From an optimization exercise on the open Yosys and OpenROAD flow, aimed at small area and a short achievable clock period; shortcuts taken in it are not production practice.
Function was checked by simulation only, so behaviour that the tests miss may differ from the original.

Design fc_neuron, start of the top module:
module fc_neuron #(
    parameter int unsigned RELU_EN = 0
) (
    input  logic        clk,
    input  logic        rst,
    input  logic [63:0] pooledPixelArray,
    input  logic [63:0] weight,
    output logic [7:0]  result
);
    logic [7:0] p0, w0;
    assign p0 = pooledPixelArray[7:0];
    assign w0 = weight[7:0];
    logic [7:0] p1, w1;
    assign p1 = pooledPixelArray[15:8];
    assign w1 = weight[15:8];
    logic [7:0] p2, w2;
    assign p2 = pooledPixelArray[23:16];
    assign w2 = weight[23:16];
    logic [7:0] p3, w3;
    assign p3 = pooledPixelArray[31:24];
    assign w3 = weight[31:24];
    logic [7:0] p4, w4;
    assign p4 = pooledPixelArray[39:32];
    assign w4 = weight[39:32];
    logic [7:0] p5, w5;
    assign p5 = pooledPixelArray[47:40];
    assign w5 = weight[47:40];
    logic [7:0] p6, w6;
    assign p6 = pooledPixelArray[55:48];
    assign w6 = weight[55:48];
    logic [7:0] p7, w7;
    assign p7 = pooledPixelArray[63:56];
    assign w7 = weight[63:56];
    logic pp0_00, pp0_01, pp0_02, pp0_03, pp0_04, pp0_05, pp0_06, pp0_07, pp0_10, pp0_11, pp0_12, pp0_13;
    logic pp0_14, pp0_15, pp0_16, pp0_17, pp0_20, pp0_21, pp0_22, pp0_23, pp0_24, pp0_25, pp0_26, pp0_27;
    logic pp0_30, pp0_31, pp0_32, pp0_33, pp0_34, pp0_35, pp0_36, pp0_37, pp0_40, pp0_41, pp0_42, pp0_43;
    logic pp0_44, pp0_45, pp0_46, pp0_47, pp0_50, pp0_51, pp0_52, pp0_53, pp0_54, pp0_55, pp0_56, pp0_57;
    logic pp0_60, pp0_61, pp0_62, pp0_63, pp0_64, pp0_65, pp0_66, pp0_67, pp0_70, pp0_71, pp0_72, pp0_73;
    logic pp0_74, pp0_75, pp0_76, pp0_77, pp1_00, pp1_01, pp1_02, pp1_03, pp1_04, pp1_05, pp1_06, pp1_07;
    logic pp1_10, pp1_11, pp1_12, pp1_13, pp1_14, pp1_15, pp1_16, pp1_17, pp1_20, pp1_21, pp1_22, pp1_23;
    logic pp1_24, pp1_25, pp1_26, pp1_27, pp1_30, pp1_31, pp1_32, pp1_33, pp1_34, pp1_35, pp1_36, pp1_37;
    logic pp1_40, pp1_41, pp1_42, pp1_43, pp1_44, pp1_45, pp1_46, pp1_47, pp1_50, pp1_51, pp1_52, pp1_53;
    logic pp1_54, pp1_55, pp1_56, pp1_57, pp1_60, pp1_61, pp1_62, pp1_63, pp1_64, pp1_65, pp1_66, pp1_67;
  ...
clock: 15.0 ns
lec_check: 0
abc_area: 1
cap_margin: 20
core_margin: 2
core_utilization: 40
cts_buf_list: sky130_fd_sc_hd__clkbuf_2 sky130_fd_sc_hd__clkbuf_4
gpl_routability_driven: 0
slew_margin: 20
synth_hierarchical: 1
synth_minimum_keep_size: 0
standard.sh (not shown) runs the stock make flow with config.mk's settings and CLKGATE_MAP_FILE= SYNTH_SCRIPT=/design/flow/synth_recipe.tcl, a recipe that flattens the netlist after the stock synthesis.
==> flow/flow/run.sh <==
#!/bin/bash
# Standard ORFS layout, except that the port buffers are the smallest plain
# buffer instead of the delay cell buffer_ports picks by default.
set -euo pipefail
export BUFFER_PORTS_ARGS="-buffer_cell sky130_fd_sc_hd__buf_1"
bash standard.sh > standard.log 2>&1
Change:
GPL_ROUTABILITY_DRIVEN = unset   (was 0)
Design area is unchanged.
Critical path depth climbs by 1.
Via count decreases by 0.44%.
Clock-buffer cell count does not change.
Utilization stays the same.
Synthesized area stays the same.
First-iteration DRC count went down by 1.9%.
Cell count is unchanged.
Routed wire length increases by 0.45%.
Maximum frequency stays flat.
Change:
SLEW_MARGIN = 80   (was 20)
Effect: The changed run produced a clean layout. Setup slack improves by 330 ps. Global-route usage climbs by 0.13 points. Utilization went up by 0.70 points. Flip-flop and latch count stays the same. Die area is unchanged. Hold slack is better by 23 ps. Wire length barely changes.

---

fc_neuron again, from the RTL that the note above started with.
## fc_neuron
module fc_neuron #(
    parameter int unsigned RELU_EN = 0
) (
    input  logic        clk,
    input  logic        rst,
    input  logic [63:0] pooledPixelArray,
    input  logic [63:0] weight,
    output logic [7:0]  result
);
    logic [7:0] p0, w0;
    assign p0 = pooledPixelArray[7:0];
    assign w0 = weight[7:0];
    logic [7:0] p1, w1;
    assign p1 = pooledPixelArray[15:8];
    assign w1 = weight[15:8];
    logic [7:0] p2, w2;
    assign p2 = pooledPixelArray[23:16];
    assign w2 = weight[23:16];
    logic [7:0] p3, w3;
    assign p3 = pooledPixelArray[31:24];
    assign w3 = weight[31:24];
    logic [7:0] p4, w4;
    assign p4 = pooledPixelArray[39:32];
    assign w4 = weight[39:32];
    logic [7:0] p5, w5;
    assign p5 = pooledPixelArray[47:40];
    assign w5 = weight[47:40];
    logic [7:0] p6, w6;
    assign p6 = pooledPixelArray[55:48];
    assign w6 = weight[55:48];
    logic [7:0] p7, w7;
    assign p7 = pooledPixelArray[63:56];
    assign w7 = weight[63:56];
    logic pp0_00, pp0_01, pp0_02, pp0_03, pp0_04, pp0_05, pp0_06, pp0_07, pp0_10, pp0_11, pp0_12, pp0_13;
    logic pp0_14, pp0_15, pp0_16, pp0_17, pp0_20, pp0_21, pp0_22, pp0_23, pp0_24, pp0_25, pp0_26, pp0_27;
    logic pp0_30, pp0_31, pp0_32, pp0_33, pp0_34, pp0_35, pp0_36, pp0_37, pp0_40, pp0_41, pp0_42, pp0_43;
    logic pp0_44, pp0_45, pp0_46, pp0_47, pp0_50, pp0_51, pp0_52, pp0_53, pp0_54, pp0_55, pp0_56, pp0_57;
    logic pp0_60, pp0_61, pp0_62, pp0_63, pp0_64, pp0_65, pp0_66, pp0_67, pp0_70, pp0_71, pp0_72, pp0_73;
    logic pp0_74, pp0_75, pp0_76, pp0_77, pp1_00, pp1_01, pp1_02, pp1_03, pp1_04, pp1_05, pp1_06, pp1_07;
    logic pp1_10, pp1_11, pp1_12, pp1_13, pp1_14, pp1_15, pp1_16, pp1_17, pp1_20, pp1_21, pp1_22, pp1_23;
    logic pp1_24, pp1_25, pp1_26, pp1_27, pp1_30, pp1_31, pp1_32, pp1_33, pp1_34, pp1_35, pp1_36, pp1_37;
    logic pp1_40, pp1_41, pp1_42, pp1_43, pp1_44, pp1_45, pp1_46, pp1_47, pp1_50, pp1_51, pp1_52, pp1_53;
  ...
==> flow/config.mk <==
export PLATFORM = sky130hd
export DESIGN_NAME = fc_neuron
export DESIGN_NICKNAME = fc_neuron
export VERILOG_FILES = /design/flow/design.v
export SDC_FILE = /design/flow/constraint.sdc
export NUM_CORES = 4
export LEC_CHECK = 0
export ABC_AREA = 1
export CAP_MARGIN = 20
export CORE_MARGIN = 2
export CORE_UTILIZATION = 40
export CTS_BUF_LIST = sky130_fd_sc_hd__clkbuf_2 sky130_fd_sc_hd__clkbuf_4
export SLEW_MARGIN = 85
export SYNTH_HIERARCHICAL = 1
export SYNTH_MINIMUM_KEEP_SIZE = 0
==> flow/constraint.sdc <==
create_clock -name core_clock -period 15.0 [get_ports {clk}]
set_input_delay 3.0000 -clock core_clock [delete_from_list [all_inputs] [get_ports {clk}]]
set_output_delay 3.0000 -clock core_clock [all_outputs]
set_load 0.01 [all_outputs]
Scripts as last shown in full above: flow/flow/run.sh
Edit:
Settings changed: SLEW_MARGIN 85 to 90.
The changed run finished clean. Global-route usage goes up by 1.0 points. Routed wire length is higher by 3.7%. Worst hold slack got worse by 0.050 ns. Count of clock-buffer cells in the layout does not change. Cell area rose by 15%. Non-clock buffer count came out higher by 220. Synthesized cell count stays the same.

[afterwards: timing with drivers on the ports]
No port has a modelled driver above. Below, the same layouts with a new extraction and two added sets of constraints.
Step 1 (the two cells are an assumption about what drives the block):
set clk [get_ports {clk}]
set_driving_cell -lib_cell sky130_fd_sc_hd__clkbuf_16 $clk
set_driving_cell -lib_cell sky130_fd_sc_hd__buf_2 [delete_from_list [all_inputs] $clk]
Step 2 times the ports against the registers' clock, not the clock port: input delays grow and output delays shrink by t, the midpoint of the rising clock arrivals with the driver on.
Slacks: no drivers / after step 1 / after step 2; pairs: no drivers / after step 1.
| run | shift t [ns] | setup slack, ns | clock arrival spread, ns |
|---|---|---|---|
| the first run of note 1 | 0.271 | 5.960 / 5.957 / 5.686 | 0.001 / 0.002 |
| the second run of note 1 | 0.265 | 5.976 / 5.954 / 5.689 | 0.001 / 0.001 |
| the third run of note 1 | 0.264 | 6.307 / 6.296 / 6.032 | 0.005 / 0.004 |
| the first run of note 2 | 0.268 | 6.228 / 6.231 / 5.963 | 0.006 / 0.006 |
| the second run of note 2 | 0.273 | 4.194 / 4.195 / 3.922 | 0.002 / 0.002 |
After both steps every run listed still meets setup and hold. The setup slack of the second run of note 1, which loses most, moves by -0.022 ns with the drivers and by -0.287 ns with both steps.
